Context: an optimization exercise on an open-source flow, tuned for small area, a short achievable clock period and few clock cycles per item. The choices shown serve that exercise and are no tape-out recipe. No run shown here included a check of the RTL's function; only the layout flow was run.

## flow/design.v (module list and top-level ports; edited modules follow where they fit)
// module joystick_to_arm_joint_rates: 272 lines
// module jaj_lane_p: 455 lines
// module jaj_lane_n: 455 lines
// module jaj_qest: 361 lines
// module jaj_qfix: 261 lines
module joystick_to_arm_joint_rates (
  input  logic                             clk,
  input  logic                             rst_n,
  input  logic                             in_tvalid,
  output logic                             in_tready,
  input  logic [jaj_pkg::IN_DATA_W-1:0]    in_tdata,
  output logic                             out_tvalid,
  input  logic                             out_tready,
  output logic [jaj_pkg::OUT_DATA_W-1:0]   out_tdata,
  input  logic                             cfg_we,
  input  logic [jaj_pkg::CFG_ADDR_W-1:0]   cfg_addr,
  input  logic [jaj_pkg::CFG_DATA_W-1:0]   cfg_wdata
);
  // ...
==> flow/run.sh <==
#!/bin/bash
# synth_recipe.tcl (not shown) runs the flow's synth.tcl, then flattens the netlist and writes it again
# the make line also repeats each setting of config.mk as NAME=value (left out here)
make -C /OpenROAD-flow-scripts/flow DESIGN_CONFIG=/design/flow/config.mk WORK_HOME=/design/flow/orfs CLKGATE_MAP_FILE= SYNTH_SCRIPT=/design/flow/synth_recipe.tcl finish
==> flow/config.mk <==
export PLATFORM = sky130hd
export DESIGN_NAME = joystick_to_arm_joint_rates
export DESIGN_NICKNAME = joystick_to_arm_joint_rates
export VERILOG_FILES = /design/flow/design.v
export SDC_FILE = /design/flow/constraint.sdc
export NUM_CORES = 4
export LEC_CHECK = 0
export ABC_AREA = 1
export CAP_MARGIN = 20
export CORE_MARGIN = 2
export CORE_UTILIZATION = 40
export SLEW_MARGIN = 20
==> flow/constraint.sdc <==
create_clock -name core_clock -period 6.0 [get_ports {clk}]
set_input_delay 1.2000 -clock core_clock [delete_from_list [all_inputs] [get_ports {clk}]]
set_output_delay 1.2000 -clock core_clock [all_outputs]
set_load 0.01 [all_outputs]
==> flow_summary.ini, run 1 <==
[logic_synthesis]
synth_edf_count = 466
synth_top_area_share_pct = 19.11
netlist_instances = 8786
yosys-top-cells-count = inv_1 (1553), nand2_1 (1100), xor2_1 (1012), o22ai_1 (795), fa_1 (644)
synth_most_common_cell = inv_1
synth-async-reset-ratio_pct = 0

[run_status]
outcome = finished clean

[setup_path]
worst-path-stages = 18
cp_slowest_stage_delay_ps = 530

[grt]
antenna_found_initial = 2
gr-usage-met2_pct = 38.86
grt_max_degree = 102

[clocking]
ctsResizeCount = 0
htreeDepth = 3
clkLatencyLatePin_ps = 700

[detailed_routing]
antenna_left = 0
wl_met2_um = 102800
drcViolationCount = 0
met1Wirelength_um = 93210
routed.top_layer = met5

[place]
dp_slack_ps = 281.6
hpwl_um = 172100
place_area_um2 = 79030

[layout]
multi_input_area_share_pct = 59.65
multiInputGateArea_um2 = 48640
final_area_um2 = 81540
filler_cell_count = 17890
largest_reg_flops = 120
syn_to_final_growth_pct = 11.36

[sta]
min_period_ps = 5629
finalCritPeriodShare_pct = 93.82

[worst_hold_path]
min_to = c_pay[63]$_DFFE_PN_

[flow_run]
cap_violations = 0
==> inputs of run 2 (changes only) <==
--- a/flow/config.mk
+++ b/flow/config.mk
@@ -9,4 +9,5 @@
 export CAP_MARGIN = 20
 export CORE_MARGIN = 2
 export CORE_UTILIZATION = 40
+export SETUP_SLACK_MARGIN = 0.6
 export SLEW_MARGIN = 20
==> flow_summary.ini, run 2 <==
[run_status]
outcome = finished clean

[floorplan]
fp.coreArea_um2 = 182500
die_w_um = 431.9
initial_core_util_pct = 40.13
rows = 157
die_area_um2 = 186500
fp.dieH_um = 431.9
ios = 250

[setup_path]
cp_slowest_stage_delay_ps = 610
worst_setup_path_end_kind = register
critPathKind = register to register
crit_chain = clkinvlp_4 > buf_12 > buf_4 > o22ai_1 > xor2_1 > fa_1 > fa_1 > inv_1 > fa_1 > fa_2 > ha_4 > a21oi_1 > inv_1 > a31oi_4 > o21ai_0 > a21oi_1 > nand2_1 > nand2_2 > nand2_1 > nand2_1 > nand2_1 > nand2_2 > nand3b_1
crit_top_cell = nand2_1
crit_path_top_delay_cell = fa_2
critPathArrivalTime_ps = 5690
cp_max_fo = 7
crit_path_start_kind = register
cp_data_required_time_ps = 6410

[clocking]
clkLatencyLatePin_ps = 710
cts_root_buffer = clkbuf_16
cts_tree = done
cts_sinks = 606
htreeDepth = 3
clk_pin_slew_ps = 60
clockBufferDepth = 3
hold_buffers = 0
cts_buffers = 73

[sta]
finalCritPeriodShare_pct = 87.95
timing.fmax_mhz = 189.5
worstMarginPinSlew_ps = 1078
rsz0062_at_grt = true
tns_ps = 0
hold_viol = 0
slew_headroom_pct = 28.12
setup_viol = 0
worst_slack_ps = 723.0
drv_slew = 0
fin_skew_ps = 43.45
min_period_ps = 5277
timing.hold.ws_ps = 395.5

[layout]
final_core_util_pct = 46.27
layout_common_cells = inv_1 (1504), nand2_1 (1080), xor2_1 (1003)
drive_above_1_share_pct = 10.19
reg_top3 = d_dig: 120 flops, out_r: 96 flops
syn_to_final_growth_pct = 15.31
layout_commonest_cell = inv_1
final_area_um2 = 84440
instances_no_fill = 11540
final_nets = 10380
largest_register = d_dig
largest_reg_flops = 120

[logic_synthesis]
synthTopCellsByArea = edfxtp_1 (19%), fa_1 (18%), xor2_1 (12%)
synthFlopType = edfxtp_1
yosys-top-cells-count = inv_1 (1553), nand2_1 (1100), xor2_1 (1012), o22ai_1 (795), fa_1 (644)
synth_most_common_cell = inv_1
syn_area_um2 = 73230
synth_edf_count = 466
ys_seq_area_share_pct = 22.94
synth_top_area_share_pct = 19.11
netlist_instances = 8786
synth_warnings = 7
avgSynthCellArea_um2 = 8.334
synth_cell_type_count = 70
yosysTopAreaCell = edfxtp_1
yosys_register_bits = 606
synth-async-reset-ratio_pct = 0

[place]
port_buffers = 241
gp_congestion = 0.9740
dp_slack_ps = 281.6
place_area_um2 = 79030
place_inst = 11230
hpwl_um = 172100

[detailed_routing]
dr.pass1.iters = 8
wl_per_cell_um = 19.61
vias = 62180
drt_iter0_markers = 5078
antenna_left = 0
via_per_inst = 5.388
wl_um = 226300
drcViolationCount = 0

[worst_hold_path]
hold_class = register to register

[grt]
grt_max_degree = 102
grt_overflow_total = 0
grt_pass1_vias = 62170
grt_usage_pct = 23.53
grt_pass1_wl_um = 348600
antenna_found_initial = 3

[flow_run]
cap_violations = 0
-- run 2: cell types whose count changed in the layout (fill, tap and decap cells not counted), sizes merged, moves of 3 or more --
cell	before	now
buf	231	391
clkinvlp	12	48
clkinv	49	52
nand2	1116	1119
inv	1618	1584
clkbuf	95	98
-- run 2: routing by layer --
layer,up-vias,routed length (µm),global-route usage (%),share of wire [%]
li1,29530,-,-,-
met1,29820,94700,30.29,42
met2,2305,105200,38.94,46
met3,529,13570,2.650,6.0
met4,4,12860,12.17,5.7
met5,-,26,0,0.011
-- run 2: cell families after synthesis --
| family | count (synthesis) | share of synthesized area (%) |
|---|---|---|
| XOR/XNOR | 1091 | 13.10 |
| adder cells (fa/ha/maj) | 1154 | 26.32 |
| other | 1 | 0.005121 |
| multiplexers | 38 | 0.5792 |
| flip-flops | 606 | 22.94 |
| AO/OA/AOI/OAI | 1748 | 14.20 |
| buffers and inverters | 2058 | 10.72 |
| AND/OR/NAND/NOR | 2090 | 12.14 |
-- run 2: critical path, delay by kind of cell, from the launching register on --
kind	cells	cell delay, ps
adder cells (fa/ha/maj)	5	2130
AND/OR/NAND/NOR	7	810
AO/OA/AOI/OAI	5	770
buffers and inverters	5	640
flip-flops	1	420
XOR/XNOR	1	240
-- run 2: repair_timing --
action                                  in CTS  in global routing
pin swaps                                    1                 60
gates cloned                                 2                 12
buffers inserted                            44                115
resized for setup                           53                281
endpoints found under the setup margin      65                 97
-- run 2: cell type report --
cell class | count | area [µm²]
well taps | 2385 | 2984
fillers | 17580 | 98050
flip-flops and latches | 606 | 16800
diodes | 1 | 2.502
clock buffers | 95 | 2036
multi-input cells | 6131 | 49680
repair buffers | 635 | 6062
repair inverters | 5 | 28.78
clock inverters | 39 | 425.4
inverters | 1645 | 6419
-- run 2: path summary, 6_finish.rpt --
| kind | cells after the start | slack [ps] | start | to |
|---|---|---|---|---|
| worst max-delay path | 23 | 720 | d_dig[0][11]$_DFFE_PN_ | out_r[10]$_SDFFCE_PP1P_ |
| worst min-delay path | 0 | 400 | b_pay[60]$_SDFFCE_PP0N_ | c_pay[60]$_DFFE_PN_ |
| worst min register to register | 0 | 400 | b_pay[60]$_SDFFCE_PP0N_ | c_pay[60]$_DFFE_PN_ |
| worst max register to register | 23 | 720 | d_dig[0][11]$_DFFE_PN_ | out_r[10]$_SDFFCE_PP1P_ |
==> module joystick_to_arm_joint_rates, before the edit <==
module joystick_to_arm_joint_rates (
  input  logic                             clk,
  input  logic                             rst_n,
  input  logic                             in_tvalid,
  output logic                             in_tready,
  input  logic [jaj_pkg::IN_DATA_W-1:0]    in_tdata,
  output logic                             out_tvalid,
  input  logic                             out_tready,
  output logic [jaj_pkg::OUT_DATA_W-1:0]   out_tdata,
  input  logic                             cfg_we,
  input  logic [jaj_pkg::CFG_ADDR_W-1:0]   cfg_addr,
  input  logic [jaj_pkg::CFG_DATA_W-1:0]   cfg_wdata
);
  localparam int PW = 80 + 2 + 2 + 1;    
  function automatic logic [26:0] rec_u(input logic [15:0] m, input logic cin);
    logic [18:0] e;
    logic [8:0]  s1, s2, ng;
    e = {2'b00, m, cin};
    for (int k = 0; k < 9; k++) begin
      s1[k] = e[2*k+1] ^ e[2*k];
      s2[k] = (e[2*k+2] & ~e[2*k+1] & ~e[2*k]) | (~e[2*k+2] & e[2*k+1] & e[2*k]);
      ng[k] = e[2*k+2];
    end
    rec_u = {ng, s2, s1};
  endfunction
  function automatic logic [23:0] rec_s(input logic [15:0] x);
    logic [16:0] e;
    logic [7:0]  s1, s2, ng;
    e = {x, 1'b0};
    for (int k = 0; k < 8; k++) begin
      s1[k] = e[2*k+1] ^ e[2*k];
      s2[k] = (e[2*k+2] & ~e[2*k+1] & ~e[2*k]) | (~e[2*k+2] & e[2*k+1] & e[2*k]);
      ng[k] = e[2*k+2];
    end
    rec_s = {ng, s2, s1};
  endfunction
  logic               thr_en_r;
  logic signed [15:0] thr_min_r, thr_max_r;
  logic [7:0]         claw_min_r, claw_max_r, claw_port_r;
  logic               wr_thr;
  assign wr_thr = cfg_we && (cfg_addr == 3'd1 || cfg_addr == 3'd2);
  always_ff @(posedge clk) begin
    if (!rst_n) begin
      thr_en_r    <= 1'b1;
      thr_min_r   <= -16'sd32768;
      thr_max_r   <= 16'sd32767;
      claw_min_r  <= 8'd8;
      claw_max_r  <= 8'd63;
      claw_port_r <= 8'd12;
    end else if (cfg_we) begin
      case (cfg_addr)
        3'd0: thr_en_r    <= cfg_wdata[0];
        3'd1: thr_min_r   <= cfg_wdata;
        3'd2: thr_max_r   <= cfg_wdata;
        3'd3: claw_min_r  <= cfg_wdata[7:0];
        3'd4: claw_max_r  <= cfg_wdata[7:0];
        3'd5: claw_port_r <= cfg_wdata[7:0];
        default: ;
      endcase
    end
  end
  typedef enum logic [1:0] {CU_IDLE, CU_NORM, CU_DIV} cu_t;
  cu_t         cu_st;
  logic        cu_gt;      
  logic [3:0]  cu_k;       
  logic [15:0] cu_rn;      
  logic [17:0] cu_rf;      
  logic [16:0] cu_rem;
  logic [3:0]  cu_cnt;
  logic signed [16:0] wr_diff;
  assign wr_diff = (cfg_addr == 3'd2) ? 17'(signed'(cfg_wdata)) - 17'(thr_min_r)
                                      : 17'(thr_max_r) - 17'(signed'(cfg_wdata));
  always_ff @(posedge clk) begin
    if (!rst_n) begin
      cu_st   <= CU_IDLE;
      cu_gt   <= 1'b1;
      cu_k    <= 4'd0;
      cu_rn   <= 16'hffff;
      cu_rf   <= 18'd4;
      cu_rem  <= '0;
      cu_cnt  <= '0;
    end else if (wr_thr) begin
      cu_gt   <= (wr_diff > 17'sd0);
      cu_st   <= (wr_diff > 17'sd0) ? CU_NORM : CU_IDLE;
      cu_rn   <= wr_diff[15:0];
      cu_k    <= 4'd0;
    end else begin
      case (cu_st)
        CU_NORM: begin
          if (cu_rn[15]) begin
            cu_rem <= 17'h10000 - 17'(cu_rn);
            cu_cnt <= '0;
            cu_st  <= CU_DIV;
          end else if (cu_rn[15:8] == 8'd0) begin
            cu_rn <= cu_rn << 8; cu_k <= cu_k + 4'd8;
          end else if (cu_rn[15:12] == 4'd0) begin
            cu_rn <= cu_rn << 4; cu_k <= cu_k + 4'd4;
          end else begin
            cu_rn <= cu_rn << 1; cu_k <= cu_k + 4'd1;
          end
        end
        CU_DIV: begin
          logic [16:0] r1, r2;
          logic [17:0] t1, t2;
          logic        b1, b2;
          t1 = {cu_rem, 1'b0} - {2'b00, cu_rn};
          b1 = !t1[17];
          r1 = b1 ? t1[16:0] : {cu_rem[15:0], 1'b0};
          t2 = {r1, 1'b0} - {2'b00, cu_rn};
          b2 = !t2[17];
          r2 = b2 ? t2[16:0] : {r1[15:0], 1'b0};
          cu_rem <= r2;
          cu_rf  <= {cu_rf[15:0], b1, b2};
          cu_cnt <= cu_cnt + 4'd1;
          if (cu_cnt == 4'd8) cu_st <= CU_IDLE;
        end
        default: ;
      endcase
    end
  end
  logic byp;    
  assign byp = !thr_en_r || !cu_gt;
  logic out_valid_r, adv;
  assign adv        = !out_valid_r || out_tready;
  assign in_tready  = adv && (cu_st == CU_IDLE || byp || (cu_st == CU_DIV && cu_cnt == 4'd8));
  assign out_tvalid = out_valid_r;
  logic [PW-1:0] a_pay;
  logic [15:0]   a_dn;
  always_comb begin
    logic signed [15:0] ax [6];
    logic [5:0]         btn;
    logic signed [15:0] thr, xb, xr, xs, xu, xe;
    logic signed [16:0] dif;
    logic               fwd, bwd, tsgn, tnz, full;
    for (int i = 0; i < 6; i++) ax[i] = in_tdata[i*16 +: 16];
    btn  = in_tdata[101:96];
    thr  = ax[5];
    full = byp || (thr >= thr_max_r);
    dif  = 17'(thr) - 17'(thr_min_r);
    if (dif[16]) a_dn = '0;
    else         a_dn = dif[15:0] << cu_k;
    fwd = btn[4];
    bwd = btn[5];
    xb  = ax[0];
    xr  = ax[1];
    xe  = (ax[4] >= jaj_pkg::DZ_EL || ax[4] <= -jaj_pkg::DZ_EL) ? ax[4] : 16'sd0;
    if (fwd) begin
      xs = jaj_pkg::K_SH_FWD; xu = jaj_pkg::K_UA_FWD; tsgn = 1'b1; tnz = 1'b1;
    end else if (bwd) begin
      xs = jaj_pkg::K_SH_BWD; xu = jaj_pkg::K_UA_BWD; tsgn = 1'b0; tnz = 1'b1;
    end else begin
      xs   = (ax[2] >= jaj_pkg::DZ_SH || ax[2] <= -jaj_pkg::DZ_SH) ? ax[2] : 16'sd0;
      xu   = ax[3];
      tsgn = btn[1];
      tnz  = btn[0] ^ btn[1];
    end
    a_pay = {btn[3:2], tnz, tsgn, xe, xu, xs, xr, xb, full};
  end
  logic [PW-1:0] b_pay, c_pay;
  logic [3:0]    d_ctl;           
  logic [23:0]   d_dig [5];       
  logic          b_v, c_v, d_v;
  logic [26:0]   b_dig, c_dig;    
  logic [15:0]   c_qe;
  logic          c_d0;
  logic [16:0]   d_q;
  logic [15:0] b_qe;
  jaj_qest u_qest (.s1(b_dig[8:0]), .s2(b_dig[17:9]), .ng(b_dig[26:18]), .rf(cu_rf), .qe(b_qe));
  logic [16:0] c_q;
  logic        c_c;
  jaj_qfix u_qfix (.s1(c_dig[8:0]), .s2(c_dig[17:9]), .ng(c_dig[26:18]), .d0(c_d0), .rn(cu_rn), .c(c_c));
  logic [16:0] c_qe1;
  assign c_qe1 = 17'(c_qe) + 17'd1;
  assign c_q   = c_pay[0] ? 17'h10000 : (c_c ? c_qe1 : 17'(c_qe));
  always_ff @(posedge clk) begin
    if (!rst_n) begin
      b_v <= 1'b0; c_v <= 1'b0; d_v <= 1'b0;
    end else if (adv) begin
      b_v <= in_tvalid && in_tready;
      c_v <= b_v;
      d_v <= c_v;
    end
    if (adv) begin
      b_pay <= a_pay; b_dig <= rec_u(a_dn, 1'b0);
      c_pay <= b_pay; c_qe <= b_qe; c_dig <= rec_u(b_qe, 1'b1); c_d0 <= b_dig[0];
      d_ctl <= c_pay[84:81]; d_q <= c_q;
      for (int l = 0; l < 5; l++) d_dig[l] <= rec_s(c_pay[1 + 16*l +: 16]);
    end
  end
  logic [16:0] tb, ts, tr, tu, te;
  jaj_lane_n u_base  (.s1(d_dig[0][7:0]), .s2(d_dig[0][15:8]), .ng(d_dig[0][23:16]), .q(d_q), .t(tb));
  jaj_lane_p u_roll  (.s1(d_dig[1][7:0]), .s2(d_dig[1][15:8]), .ng(d_dig[1][23:16]), .q(d_q), .t(tr));
  jaj_lane_n u_shldr (.s1(d_dig[2][7:0]), .s2(d_dig[2][15:8]), .ng(d_dig[2][23:16]), .q(d_q), .t(ts));
  jaj_lane_p u_upper (.s1(d_dig[3][7:0]), .s2(d_dig[3][15:8]), .ng(d_dig[3][23:16]), .q(d_q), .t(tu));
  jaj_lane_p u_elbow (.s1(d_dig[4][7:0]), .s2(d_dig[4][15:8]), .ng(d_dig[4][23:16]), .q(d_q), .t(te));
  function automatic logic [15:0] neg_sat(input logic [16:0] t);
    neg_sat = (t[16] != t[15]) ? 16'h7fff : ~t[15:0];
  endfunction
  logic [15:0] lane [6];
  logic        tsgn, tnz, bopen, bclose;
  always_comb begin
    logic [16:0] tmag;
    lane[0] = neg_sat(tb);
    lane[1] = neg_sat(ts);
    lane[2] = tu[15:0];
    lane[3] = te[15:0];
    lane[5] = tr[15:0];
    tsgn   = d_ctl[0];
    tnz    = d_ctl[1];
    bopen  = d_ctl[2];
    bclose = d_ctl[3];
    tmag   = 17'(d_q[16:1] ^ {16{tsgn}}) + 17'(d_q[0] ^ tsgn);
    if (!tnz)                    lane[4] = '0;
    else if (!tsgn && tmag[15])  lane[4] = 16'h7fff;
    else                         lane[4] = tmag[15:0];
  end
  logic [7:0]        claw_pos_r, claw_pos_nxt;
  logic              latch_r, latch_nxt, claw_req, claw_lim;
  logic signed [8:0] cdiff, step;
  logic signed [9:0] up_tgt, dn_tgt, step_ext, pos_x;
  logic              up_ok, dn_ok;
  always_ff @(posedge clk) begin
    step <= (cdiff + signed'({8'd0, cdiff[8]})) >>> 1;
  end
  always_comb begin
    cdiff    = signed'({1'b0, claw_max_r}) - signed'({1'b0, claw_min_r});
    step_ext = 10'(step);
    pos_x    = signed'({2'b00, claw_pos_r});
    up_tgt   = pos_x + step_ext;
    dn_tgt   = pos_x - step_ext;
    up_ok    = (up_tgt <= signed'({2'b00, claw_max_r})) && (up_tgt >= 0) && (up_tgt <= 255);
    dn_ok    = (dn_tgt >= signed'({2'b00, claw_min_r})) && (dn_tgt >= 0) && (dn_tgt <= 255);
    claw_pos_nxt = claw_pos_r;
    latch_nxt    = latch_r;
    claw_req     = 1'b0;
    claw_lim     = 1'b0;
    if (bopen && !latch_r) begin
      latch_nxt = 1'b1;
      if (!up_ok) claw_lim = 1'b1;
      else if (step != 0) begin claw_pos_nxt = up_tgt[7:0]; claw_req = 1'b1; end
    end else if (bclose && !latch_r) begin
      latch_nxt = 1'b1;
      if (!dn_ok) claw_lim = 1'b1;
      else if (step != 0) begin claw_pos_nxt = dn_tgt[7:0]; claw_req = 1'b1; end
    end else if (!bopen && !bclose) begin
      latch_nxt = 1'b0;
    end
  end
  logic load;
  assign load = adv && d_v;
  logic [95:0] out_r;
  logic        out_req, out_lim;
  always_ff @(posedge clk) begin
    if (!rst_n) begin
      out_valid_r <= 1'b0;
      claw_pos_r  <= 8'd63;
      latch_r     <= 1'b0;
    end else begin
      if (adv) out_valid_r <= d_v;
      if (load) begin
        claw_pos_r <= claw_pos_nxt;
        latch_r    <= latch_nxt;
      end
    end
    if (load) begin
      out_r   <= {lane[5], lane[4], lane[3], lane[2], lane[1], lane[0]};
      out_req <= claw_req;
      out_lim <= claw_lim;
    end
  end
  assign out_tdata = {6'd0, out_lim, claw_port_r, claw_pos_r, out_req, out_r};
endmodule
==> inputs of run 3 (changes only) <==
--- a/flow/design.v
+++ b/flow/design.v
@@ -80,6 +80,7 @@
   logic [15:0] cu_rn;      
   logic [17:0] cu_rf;      
   logic [16:0] cu_rem;
+  logic [17:0] cu_rn3;     
   logic [3:0]  cu_cnt;
   logic signed [16:0] wr_diff;
   assign wr_diff = (cfg_addr == 3'd2) ? 17'(signed'(cfg_wdata)) - 17'(thr_min_r)
@@ -92,6 +93,7 @@
       cu_rn   <= 16'hffff;
       cu_rf   <= 18'd4;
       cu_rem  <= '0;
+      cu_rn3  <= '0;
       cu_cnt  <= '0;
     end else if (wr_thr) begin
       cu_gt   <= (wr_diff > 17'sd0);
@@ -103,6 +105,7 @@
         CU_NORM: begin
           if (cu_rn[15]) begin
             cu_rem <= 17'h10000 - 17'(cu_rn);
+            cu_rn3 <= 18'(cu_rn) + {1'b0, cu_rn, 1'b0};
             cu_cnt <= '0;
             cu_st  <= CU_DIV;
           end else if (cu_rn[15:8] == 8'd0) begin
@@ -114,17 +117,16 @@
           end
         end
         CU_DIV: begin
-          logic [16:0] r1, r2;
-          logic [17:0] t1, t2;
-          logic        b1, b2;
-          t1 = {cu_rem, 1'b0} - {2'b00, cu_rn};
-          b1 = !t1[17];
-          r1 = b1 ? t1[16:0] : {cu_rem[15:0], 1'b0};
-          t2 = {r1, 1'b0} - {2'b00, cu_rn};
-          b2 = !t2[17];
-          r2 = b2 ? t2[16:0] : {r1[15:0], 1'b0};
-          cu_rem <= r2;
-          cu_rf  <= {cu_rf[15:0], b1, b2};
+          logic [18:0] w;
+          logic [19:0] t1, t2, t3;
+          w  = {cu_rem, 2'b00};
+          t1 = {1'b0, w} - {4'b0000, cu_rn};
+          t2 = {1'b0, w} - {3'b000, cu_rn, 1'b0};
+          t3 = {1'b0, w} - {2'b00, cu_rn3};
+          if (!t3[19])      begin cu_rem <= t3[16:0]; cu_rf <= {cu_rf[15:0], 2'd3}; end
+          else if (!t2[19]) begin cu_rem <= t2[16:0]; cu_rf <= {cu_rf[15:0], 2'd2}; end
+          else if (!t1[19]) begin cu_rem <= t1[16:0]; cu_rf <= {cu_rf[15:0], 2'd1}; end
+          else              begin cu_rem <= w[16:0];  cu_rf <= {cu_rf[15:0], 2'd0}; end
           cu_cnt <= cu_cnt + 4'd1;
           if (cu_cnt == 4'd8) cu_st <= CU_IDLE;
         end
==> flow_summary.ini, run 3 <==
[run_status]
outcome = finished clean

[clocking]
cts_tree = done
cts_buffers = 81
clk_pin_slew_ps = 60
hold_buffers = 0
cts_root_buffer = clkbuf_16
htreeDepth = 3
clkLatencyLatePin_ps = 740
cts_sinks = 624
clockBufferDepth = 3

[floorplan]
die_area_um2 = 193900
fp.coreArea_um2 = 189600
ios = 250
initial_core_util_pct = 40.16
die_w_um = 440.3
rows = 160
fp.dieH_um = 440.3

[logic_synthesis]
ys_seq_area_share_pct = 22.53
netlist_instances = 9283
syn_area_um2 = 76140
synth-async-reset-ratio_pct = 0
yosys_register_bits = 624
synth_cell_type_count = 68
synthFlopType = edfxtp_1
yosysTopAreaCell = edfxtp_1
synth_most_common_cell = inv_1
synthTopCellsByArea = edfxtp_1 (18%), fa_1 (17%), xor2_1 (12%)
avgSynthCellArea_um2 = 8.202
synth_compound_gate_area_share_pct = 14.49
synth_adder_area_share_pct = 26.11
synthMuxAreaShare_pct = 0.5456
yosys-top-cells-count = inv_1 (1665), nand2_1 (1263), xor2_1 (1029), o22ai_1 (797), fa_1 (645)
synth_top_area_share_pct = 18.38
synth_edf_count = 466
synth_top_family_by_area = adder cells
synthSimpleGateAreaFrac_pct = 12.65
synth_warnings = 7
synth_xor_area_share_pct = 12.80

[layout]
layout_common_cells = inv_1 (1624), nand2_1 (1249), xor2_1 (1028)
syn_to_final_growth_pct = 15.07
largest_reg_flops = 120
reg_top3 = d_dig: 120 flops, out_r: 96 flops
final_core_util_pct = 46.22
layout_commonest_cell = inv_1
drive_above_1_share_pct = 9.131
filler_cell_count = 18370
largest_register = d_dig
final_area_um2 = 87620
instances_no_fill = 12170
final_nets = 10920

[sta]
min_period_ps = 5292
rsz0062_at_grt = true
worstMarginPinSlew_ps = 1141
setup_viol = 0
tns_ps = 0
fin_skew_ps = 45.49
timing.fmax_mhz = 189.0
finalCritPeriodShare_pct = 88.21
hold_viol = 0
drv_slew = 0
slew_headroom_pct = 23.91

[detailed_routing]
drcViolationCount = 0
vias = 66000
wl_um = 243100
antenna_left = 0
drt_iter0_markers = 5783
wl_per_cell_um = 19.97
dr.pass1.iters = 8
via_per_inst = 5.422

[grt]
grt_pass1_vias = 65190
grt_usage_pct = 24.04
grt_overflow_total = 0
grt_max_degree = 188
antenna_found_initial = 5
grt_pass1_wl_um = 367800

[setup_path]
cp_max_fo = 13
crit_path_start_kind = register
critPathArrivalTime_ps = 5750
rr_worst_depth = 22
worst_setup_path_end_kind = register
cp_data_required_time_ps = 6460
critPathKind = register to register

[place]
place_area_um2 = 82260
port_buffers = 241
place_inst = 11870
gp_congestion = 0.9697
hpwl_um = 183700

[worst_hold_path]
hold_class = register to register
whs_path_depth = 0

[flow_run]
cap_violations = 0
-- run 3: cell type report --
class                   instances  area [µm²]  area share, %
diodes                          2       5.005       0.005712
clock buffers                  93        2112          2.410
clock inverters                55       659.4         0.7526
inverters                    1753        6785          7.744
multi-input cells            6497       51720          59.02
flip-flops and latches        624       17160          19.59
well taps                    2511        3142          3.586
repair buffers                628        5981          6.826
repair inverters                9       56.30        0.06426
-- run 3: repair_timing --
action                                  4_1_cts  5_1_grt
buffers inserted                             28      101
hold endpoints to repair                      0        0
pin swaps                                     2       23
gates cloned                                  0       21
endpoints found under the setup margin       71       94
gates resized for setup                      37      254
-- run 3: cells by family (layout without fill, tap and decap cells) --
| group | count (synthesis) | in the layout |
|---|---|---|
| AND/OR/NAND/NOR | 2279 | 2282 |
| buffers and inverters | 2170 | 2538 |
| AO/OA/AOI/OAI | 1861 | 1861 |
| adder cells (fa/ha/maj) | 1202 | 1202 |
| XOR/XNOR | 1109 | 1109 |
| flip-flops | 624 | 624 |
| multiplexers | 37 | 37 |
| other | 1 | 8 |
-- run 3: path summary, 6_finish.rpt --
path / from / end / slack, ps
setup / recovery: d_q[8]$_SDFFCE_PP0N_ / out_r[9]$_SDFFCE_PP1P_ / 710
hold / removal: b_pay[48]$_SDFFCE_PP0N_ / c_pay[48]$_DFFE_PN_ / 410
setup reg to reg: d_q[8]$_SDFFCE_PP0N_ / out_r[9]$_SDFFCE_PP1P_ / 710
hold reg to reg: b_pay[48]$_SDFFCE_PP0N_ / c_pay[48]$_DFFE_PN_ / 410
-- run 3: through the flow --
| stage | setup WS (ps) | hold WS (ps) |
|---|---|---|
| 2_1_floorplan | -1289 | 400.3 |
| 5_1_grt | 497.6 | 417.7 |
| 6_report | 707.6 | 411.4 |
| 4_1_cts | 571.7 | 416.2 |
| 3_3_place_gp | 401.7 | 401.6 |
| 3_5_place_dp | 358.9 | 405.2 |
-- run 3: critical path, stage by stage (launching register included) --
cell	delay, ps
edfxtp_1	510
clkinv_4	140
buf_12	180
o22ai_1	190
xor2_1	200
fa_1	470
fa_1	400
inv_1	80
fa_1	480
fa_1	630
ha_4	250
a21oi_2	190
inv_1	90
a21oi_2	140
o21ai_1	80
a21oi_1	150
nand2_1	150
nand2_2	130
nand2_1	90
nand2_4	130
nand2_4	90
nand2_4	120
nand3_1	100
-- run 3: routing by layer --
metal / track usage (%) / vias up / part of all wire [%]
li1: - / 31140 / -
met1: 31.04 / 31700 / 42
met2: 40.39 / 2614 / 47
met3: 2.882 / 546 / 6.4
met4: 10.52 / 2 / 4.9
met5: 0 / - / 0.0053

## what the ideal ports hide
How much do the figures lean on ideal ports? The routed layouts below were timed once more, with nothing changed but the port constraints.
Step 1 sets driving cells, clkbuf_16 on the clock port and buf_2 on the other inputs (assumed; they add their load-dependent delay and slew).
Step 2 times the ports against the registers' clock, not the clock port: input delays grow and output delays shrink by t, the midpoint of the rising clock arrivals with the driver on.
a / b / c = no drivers / after step 1 / after step 2; a / b = the first two.
| run | t (ns) | slack for setup (ns) | worst register clock-pin slew, ns |
|---|---|---|---|
| run 1 | 0.766 | 0.371 / 0.371 / 0.371 | 0.07 / 0.07 |
| run 2 | 0.772 | 0.723 / 0.723 / 0.723 | 0.07 / 0.07 |
| run 3 | 0.810 | 0.708 / 0.708 / 0.708 | 0.07 / 0.07 |
After both steps every run listed still meets setup and hold.
